This is an optimization exercise on Yosys and OpenROAD, whose aim is small area, a short achievable clock period and few clock cycles per item, not a production implementation. No functional check of the RTL was part of this run. Power is estimated from default activity; no workload was simulated.

File: run.sh
#!/bin/bash
# synth_recipe.tcl (not shown) runs the flow's synth.tcl, then flattens the netlist and writes it again
# the make line also repeats each setting of config.mk as NAME=value (left out here)
make -C /OpenROAD-flow-scripts/flow DESIGN_CONFIG=/design/flow/config.mk WORK_HOME=/design/flow/orfs CLKGATE_MAP_FILE= SYNTH_SCRIPT=/design/flow/synth_recipe.tcl finish
File: config.mk
export PLATFORM = sky130hd
export DESIGN_NAME = baseband_test_wrapper
export DESIGN_NICKNAME = baseband_test_wrapper
export VERILOG_FILES = /design/flow/design.v
export SDC_FILE = /design/flow/constraint.sdc
export NUM_CORES = 4
export LEC_CHECK = 0
export CAP_MARGIN = 20
export CORE_MARGIN = 2
export CORE_UTILIZATION = 40
export SLEW_MARGIN = 20
File: constraint.sdc
create_clock -name core_clock -period 13.0 [get_ports {clk}]
set_input_delay 2.6000 -clock core_clock [delete_from_list [all_inputs] [get_ports {clk}]]
set_output_delay 2.6000 -clock core_clock [all_outputs]
set_load 0.01 [all_outputs]
File: design.v
`timescale 1ns/1ps
module baseband_test_wrapper (
    input  logic        clk,
    input  logic        aresetn,
    input  logic [31:0] s_axil_awaddr,
    input  logic [2:0]  s_axil_awprot,
    input  logic        s_axil_awvalid,
    output logic        s_axil_awready,
    input  logic [31:0] s_axil_wdata,
    input  logic [3:0]  s_axil_wstrb,
    input  logic        s_axil_wvalid,
    output logic        s_axil_wready,
    output logic [1:0]  s_axil_bresp,
    output logic        s_axil_bvalid,
    input  logic        s_axil_bready,
    input  logic [31:0] s_axil_araddr,
    input  logic [2:0]  s_axil_arprot,
    input  logic        s_axil_arvalid,
    output logic        s_axil_arready,
    output logic [31:0] s_axil_rdata,
    output logic [1:0]  s_axil_rresp,
    output logic        s_axil_rvalid,
    input  logic        s_axil_rready,
    input  logic [31:0] s_axis_tdata,
    input  logic        s_axis_tvalid,
    output logic        s_axis_tready,
    output logic [31:0] m_axi_awaddr,
    output logic [7:0]  m_axi_awlen,
    output logic [2:0]  m_axi_awsize,
    output logic [1:0]  m_axi_awburst,
    output logic        m_axi_awvalid,
    input  logic        m_axi_awready,
    output logic [31:0] m_axi_wdata,
    output logic [3:0]  m_axi_wstrb,
    output logic        m_axi_wlast,
    output logic        m_axi_wvalid,
    input  logic        m_axi_wready,
    input  logic [1:0]  m_axi_bresp,
    input  logic        m_axi_bvalid,
    output logic        m_axi_bready
);
    localparam int AWD = 7;    
    logic        bvalid_q;
    logic        rvalid_q;
    logic        rpend_q;
    logic [8:0]  raddr_q;
    logic [31:0] rdata_q;
    logic        dma_en_q, al_en_q;
    logic [31:0] base_q, len_q, cyc_q, max_q;
    logic [31:0] cnt_q;
    logic        run_q;           
    logic [63:0] left_q;          
    logic [5:0]  pend_q;          
    logic [5:0]  step_q;          
    logic        tready_q;
    logic [4:0]  infl_q;          
    logic        awvalid_q;
    logic [2:0]  awcnt_q;         
    logic [29:0] awaddr_q;
    logic [31:0] awleft_q;        
    logic        wvalid_q, skv_q;
    logic [31:0] wdata_q, skd_q;
    logic        busy;
    logic        lite_rdy;
    logic        wr_fire, rd_fire;
    logic        start;
    logic        fire;
    logic        aw_pop, w_pop;
    logic        mul_shift;
    logic        mul_bit;
    logic [63:0] add_a, add_b, add_s;
    logic        add_c;
    logic        ovf;
    logic [5:0]  pend_n;
    logic [2:0]  awcnt_n;
    logic [1:0]  wcnt_n;
    logic [4:0]  infl_n;
    logic        ok_n;
    logic [31:0] rd_mux;
    logic        unused_bits;
    assign unused_bits = ^{s_axil_awaddr[31:9], s_axil_awprot,
                           s_axil_wstrb, s_axil_araddr,
                           s_axil_arprot, m_axi_bresp};
    assign busy      = (step_q != 6'd34);
    assign lite_rdy  = ~bvalid_q & ~busy;
    assign s_axil_awready = lite_rdy;
    assign s_axil_wready  = lite_rdy;
    assign wr_fire   = lite_rdy & s_axil_awvalid & s_axil_wvalid;
    assign s_axil_bvalid  = bvalid_q;
    assign s_axil_bresp   = 2'b00;
    assign s_axil_arready = ~rpend_q & ~rvalid_q;
    assign rd_fire   = s_axil_arvalid & ~rpend_q & ~rvalid_q;
    assign s_axil_rvalid  = rvalid_q;
    assign s_axil_rdata   = rdata_q;
    assign s_axil_rresp   = 2'b00;
    assign start = wr_fire & ~s_axil_awaddr[8] &
                   (s_axil_awaddr[7:0] == 8'h20) & dma_en_q;
    assign s_axis_tready = tready_q;
    assign fire          = s_axis_tvalid & tready_q;
    assign m_axi_awaddr  = {awaddr_q, base_q[1:0]};
    assign m_axi_awlen   = 8'd0;
    assign m_axi_awsize  = 3'd2;
    assign m_axi_awburst = 2'b01;
    assign m_axi_awvalid = awvalid_q;
    assign m_axi_wdata   = wdata_q;
    assign m_axi_wstrb   = 4'hF;
    assign m_axi_wlast   = 1'b1;
    assign m_axi_wvalid  = wvalid_q;
    assign m_axi_bready  = 1'b1;
    assign aw_pop = awvalid_q & m_axi_awready;
    assign w_pop  = wvalid_q & m_axi_wready;
    assign mul_shift = (step_q < 6'd32);
    assign mul_bit   = step_q[5] | cyc_q[~step_q[4:0]];
    always_comb begin
        if (busy && step_q != 6'd33) begin
            add_a = mul_shift ? {left_q[62:0], 1'b0} : left_q;
            add_b = {32'd0, mul_bit ? len_q : 32'd0};
            add_c = mul_bit;
        end else begin
            add_a = left_q;
            add_b = {58'h3FF_FFFF_FFFF_FFFF, ~pend_q};
            add_c = 1'b1;
        end
    end
    assign add_s = add_a + add_b + {63'd0, add_c};
    assign ovf = (&len_q) & (&cyc_q);
    assign awcnt_n = awcnt_q + {2'b0, fire} - {2'b0, aw_pop};
    assign wcnt_n  = {1'b0, wvalid_q} + {1'b0, skv_q} + {1'b0, fire}
                     - {1'b0, w_pop};
    assign infl_n  = infl_q + {4'd0, fire} - {4'd0, m_axi_bvalid};
    assign pend_n  = pend_q + {5'd0, fire};
    always_comb begin
        if (busy && step_q != 6'd33) begin
            ok_n = ~ovf & ((|len_q[31:6]) | (pend_n <= len_q[5:0]));
        end else begin
            ok_n = fire ? (add_s > 64'd1) : (add_s != 64'd0);
        end
    end
    always_comb begin
        rd_mux = 32'd0;
        if (!raddr_q[8]) begin
            case (raddr_q[7:0])
                8'h00:   rd_mux = {31'd0, dma_en_q};
                8'h10:   rd_mux = base_q;
                8'h14:   rd_mux = len_q;
                8'h18:   rd_mux = cyc_q;
                8'h20:   rd_mux = left_q[31:0];
                8'h24:   rd_mux = left_q[63:32];
                default: rd_mux = 32'd0;
            endcase
        end else begin
            case (raddr_q[7:0])
                8'h00:   rd_mux = {31'd0, al_en_q};
                8'h04:   rd_mux = cnt_q;
                8'h0C:   rd_mux = max_q;
                default: rd_mux = 32'd0;
            endcase
        end
    end
    always_ff @(posedge clk) begin
        if (!aresetn) begin
            bvalid_q  <= 1'b0;
            rvalid_q  <= 1'b0;
            rpend_q   <= 1'b0;
            raddr_q   <= 9'd0;
            rdata_q   <= 32'd0;
            dma_en_q  <= 1'b0;
            al_en_q   <= 1'b0;
            base_q    <= 32'd0;
            len_q     <= 32'd0;
            cyc_q     <= 32'd0;
            max_q     <= 32'd0;
            cnt_q     <= 32'd0;
            run_q     <= 1'b0;
            left_q    <= 64'd0;
            pend_q    <= 6'd0;
            step_q    <= 6'd34;
            tready_q  <= 1'b0;
            infl_q    <= 5'd0;
            awvalid_q <= 1'b0;
            awcnt_q   <= 3'd0;
            awaddr_q  <= 30'd0;
            awleft_q  <= 32'd0;
            wvalid_q  <= 1'b0;
            skv_q     <= 1'b0;
            wdata_q   <= 32'd0;
            skd_q     <= 32'd0;
        end else begin
            if (wr_fire) begin
                bvalid_q <= 1'b1;
                if (!s_axil_awaddr[8]) begin
                    case (s_axil_awaddr[7:0])
                        8'h00: begin
                            dma_en_q <= s_axil_wdata[0];
                            if (!s_axil_wdata[0]) run_q <= 1'b0;
                        end
                        8'h10: base_q <= s_axil_wdata;
                        8'h14: len_q  <= s_axil_wdata;
                        8'h18: cyc_q  <= s_axil_wdata;
                        default: ;
                    endcase
                end else begin
                    case (s_axil_awaddr[7:0])
                        8'h00: al_en_q <= s_axil_wdata[0];
                        8'h0C: max_q   <= s_axil_wdata;
                        default: ;
                    endcase
                end
            end else if (s_axil_bready) begin
                bvalid_q <= 1'b0;
            end
            if (rd_fire) begin
                rpend_q <= 1'b1;
                raddr_q <= s_axil_araddr[8:0];
            end
            if (rpend_q && !busy) begin
                rpend_q  <= 1'b0;
                rvalid_q <= 1'b1;
                rdata_q  <= rd_mux;
            end else if (rvalid_q && s_axil_rready) begin
                rvalid_q <= 1'b0;
            end
            if (fire) cnt_q <= cnt_q + 32'd1;
            if (start) begin
                run_q  <= 1'b1;
                left_q <= 64'd0;
                pend_q <= 6'd0;
                step_q <= 6'd0;
            end else begin
                left_q <= add_s;
                if (busy && step_q != 6'd33) begin
                    pend_q <= pend_n;
                end else begin
                    pend_q <= {5'd0, fire};
                end
                if (busy) step_q <= step_q + 6'd1;
            end
            tready_q <= (start | (run_q & ~(wr_fire & ~s_axil_awaddr[8] &
                                           (s_axil_awaddr[7:0] == 8'h00) &
                                           ~s_axil_wdata[0]))) &
                        dma_en_q & al_en_q &
                        (start ? ~ovf : ok_n) &
                        (awcnt_n < AWD[2:0]) & (wcnt_n < 2'd2) & ~infl_q[4];
            infl_q <= infl_n;
            awcnt_q   <= awcnt_n;
            awvalid_q <= (awcnt_n != 3'd0);
            if (start) begin
                awaddr_q <= base_q[31:2];
                awleft_q <= len_q;
            end else if (aw_pop) begin
                if (awleft_q == 32'd0) begin
                    awaddr_q <= base_q[31:2];
                    awleft_q <= len_q;
                end else begin
                    awaddr_q <= awaddr_q + 30'd1;
                    awleft_q <= awleft_q - 32'd1;
                end
            end
            if (!wvalid_q || w_pop) begin
                if (skv_q) begin
                    wdata_q <= skd_q;
                    skv_q   <= fire;
                    if (fire) skd_q <= s_axis_tdata;
                end else begin
                    wvalid_q <= fire;
                    if (fire) wdata_q <= s_axis_tdata;
                end
            end else if (fire) begin
                skv_q <= 1'b1;
                skd_q <= s_axis_tdata;
            end
        end
    end
endmodule
==> impl_results.md <==
- Status: finished clean
- Max Transition Viols Final: 0
- Mapped Area: 25200 µm²
- Initial core utilization: 40.7%
- ANT nets after route: 0
- Sink Count: 421
- Post-synth EDFFs: 0
- Worst R2R Start: step_q[0]
- Die Height: 255 µm
- Fin util: 47.2%
- Worst Path Arrival: 7.73 ns
- Hold EP: max_q[28]
- Clock Tree Root: clkbuf_16
- RePlAce Congestion: 0.964
- Largest stage delay, worst path: 0.88 ns
- Synth Area in Simple Gates: 25.2%
- Vias in the first global route: 22700
- Final Hold Vio Count: 0
- RSZ-0062 raised after global routing: false
- Post-synthesis compound-gate area fraction: 21.9%
- MaxCap Viol Count: 0
- CP Cell Sequence: mux4_2, mux4_1, nor2_1, o21ai_0, inv_1, buf_4, a211oi_1, ha_1, a21o_1, a31oi_1, nand2_1, a311oi_1, o221ai_1, a2111oi_0, nand4_1, nor4_1, nand4_1, nor4_1, a31oi_1
- Top-Level Pins: 278
- Maximum fanout along the worst path: 32
- Mapped Cells: 3366
- Filler instances: 6281
- Initial drt markers: 2585
- Synth-to-layout area growth: 16.1%
- Crit Path Category: flop to flop
- TritonCTS buffer count: 50
- Unique masters post-synth: 94
- Pwr Total: 7750 µW
- Clock slew at reported path FFs: 0.06 ns
- Post-synthesis xor/xnor area fraction: 3.41%
- Place WS: 6.06 ns
- Post-synth top cells: 524 x nand2_1, 435 x a21oi_1, 421 x dfxtp_1
- Core ar.: 61900 µm²
- FF-to-FF setup slack: 5.74 ns
- H-tree levels: 2
- Yosys top cell area share: 33.5%
- Post_cts resized: 0
- Post-CTS Setup Inserts: 0
- Max_slew headroom: 29.0%
- CP bufs+invs: 2
- R2r worst-path depth: 19
- Nets: 3615
- Worst hold path class: flop to flop
- Detailed Routing Iterations Pass 1: 5
- Setup crit end kind: flop
- Final Setup Violations: 0
- Initial antenna violation count: 0
- # port buffers: 196
- Fraction of layout cells with a size suffix above 1: 7.45%
- All-layer global routing usage: 26.6%
- Fmax: 138 MHz
- Setup tns final: 0 ns
- Routed wire length: 89.3 mm
- Top cells by area, synth: dfxtp_1 33%, a21oi_1 8.6%, nand2_1 7.8%
- Crit-path leading delay family: compound AO/OA/AOI/OAI gates
- Fin worst setup slack: 5.74 ns
- CP max stage cell: dfxtp_1
- Largest family of logic cells by synthesized area: simple AND/OR/NAND/NOR gates
- Largest area contributor in the netlist: dfxtp_1
- Final Cycle Share: 55.8%
- DP Wirelength: 64.0 mm
- Ys flop type: dfxtp_1
- Drt via density: 5.79
- Hold_ws: 0.449 ns
- RR Endpoint: tready_q
- Rows: 91
- Congestion Overflow GR: 0
- Max Buffers Root-to-Sink: 3
- Hold_sp: max_q[28]
- Final Skew: 0.0200 ns
- DRC viols: 0
- Cts hold-fix bufs: 0
- Hold Path Cell Cnt: 2
- N_diodes: 0
- Worst-Skew Late Latency: 0.62 ns
- CTS tree: yes
- Register bit count reported by yosys: 421
- Ys Warns: 1
- Worst path depth: 19
- Clock period minus worst slack: 7.26 ns
- Actual slew at the worst max-slew pin: 1.06 ns
- Most frequent cell after synthesis: nand2_1
- Required time of the critical path: 13.47 ns
- Leakage power: 0.0102 µW
- Sequential-to-total area share from yosys stat: 33.5%
- Pwr Density: 265 nW/µm²
- Worst VDD drop: 0.000321 V
- Die width: 255 µm
- Avg Synthesized Cell Area: 7.48 µm²
- DR WL/cell: 20.9 µm
- Synth async-reset ratio: 0%
- Post-synthesis adder-cell area fraction: 3.00%
- Global-route wire length before repair: 136 mm
- Pin count of the biggest net entering global routing: 140
- Critical Path Source Type: flop
- Die Area: 65000 µm²
- Mux contribution to synthesized area: 7.67%
- Vias: 24800
==> final cells by class <==
class / count / area [µm²] / area share, %
Multi-Input combinational cell: 2643 / 15600 / 53.2
Timing Repair Buffer: 234 / 2250 / 7.69
Clock buffer: 70 / 1460 / 4.98
Inverter: 56 / 218 / 0.745
Sequential cell: 421 / 8440 / 28.9
Clock inverter: 24 / 278 / 0.950
Tap cell: 837 / 1050 / 3.58
==> flip-flops by register name, summed over array words and instances (netlist names), 3 cells and up <==
signal / flops
awcnt_q: 3
len_q: 32
skd_q: 32
awaddr_q: 30
pend_q: 6
infl_q: 5
rdata_q: 32
cnt_q: 32
awleft_q: 32
max_q: 32
step_q: 6
cyc_q: 32
base_q: 32
left_q: 64
wdata_q: 32
raddr_q: 9
==> placed cells by master, fill, tap and decap left out, drive strengths merged, types with 21 or more instances in the layout <==
cell type        n
a31oi           23
o21ai          146
nand4           64
dfxtp          421
ha              54
clkdlybuf4s50  196
nand3           74
nor3b           21
nor3            69
xnor2           50
nor2b           41
buf             38
nand2          524
and3            34
a22oi           41
clkbuf          70
inv             59
and2            40
nor4            37
mux2            78
conb            23
a21oi          435
nor2           398
mux2i           82
xor2            48
or3             24
a211oi          98
==> worst reg2reg max path: cells and delay by family, from the launching register on <==
kind	cells	cell delay (ns)
flops	1	0.88
buf+inv	2	0.44
fa+ha+maj	1	0.39
simple gates	6	1.65
mux	2	1.19
compound gates	8	2.57
==> metal layers <==
metal  vias up  track usage (%)  wire length [µm]
li1      12000                -                 -
met2       925             40.8             39200
met1     11700             37.8             40400
met5         -                0                 0
met3       140             5.49              7530
met4         0             7.22              2140
==> where the power goes <==
part	internal, µW	total (µW)	switching (µW)
clock network	868	1480	613
registers	1460	1720	251
logic	1630	4550	2930
total	3960	7750	3790
==> worst max-delay path by stage <==
| stage | startpoint | to | slack, ns |
|---|---|---|---|
| global placement | step_q[0] | tready_q | 6.05 |
| floorplan | step_q[0] | tready_q | 7.38 |
| detailed placement | step_q[0] | tready_q | 6.06 |
| finish | step_q[0] | tready_q | 5.74 |
| CTS | step_q[0] | tready_q | 6.05 |
| global route | step_q[0] | tready_q | 5.60 |
==> logic make-up after synthesis <==
group / after synthesis
xor gates and xnor gates: 98
muxes: 170
adders and majority gates: 58
buffers and inverters: 323
DFF: 421
AOI/OAI and AO/OA: 909
and+or+nand+nor: 1385
other: 2
==> per-stage QoR <==
stage	instances	area [µm²]
6_report	4285	29200
5_1_grt	4285	29200
4_1_cts	4285	29200
3_5_place_dp	4191	27500
3_3_place_gp	4191	27500
2_1_floorplan	3387	25300

-- re-timing with driven ports --
The flow's constraints put no driver on any port. The routed layout listed below was extracted and timed again, unchanged, in two steps.
Step 1 assumes that a clkbuf_16 drives the clock port and a buf_2 every other input.
Step 2 adds t to the input delays and takes it off the output delays; t is the mean of the earliest and latest rising clock arrival at the registers after step 1. Input paths then give back, and output paths get back, about the clock's delay inside the block.
Three values: no drivers, after step 1, after step 2; two values: the first two.
t, ns: 0.675
slack for setup (ns): 5.745 / 5.745 / 5.745
worst setup path after step 2: register to register
clock arrival spread, ns: 0.022 / 0.022
worst slew at a driven data input, ns: 0.06
After both steps setup and hold are still met in this run. The setup slack of this run moves by 0.000 ns with the drivers and by 0.000 ns with both steps.
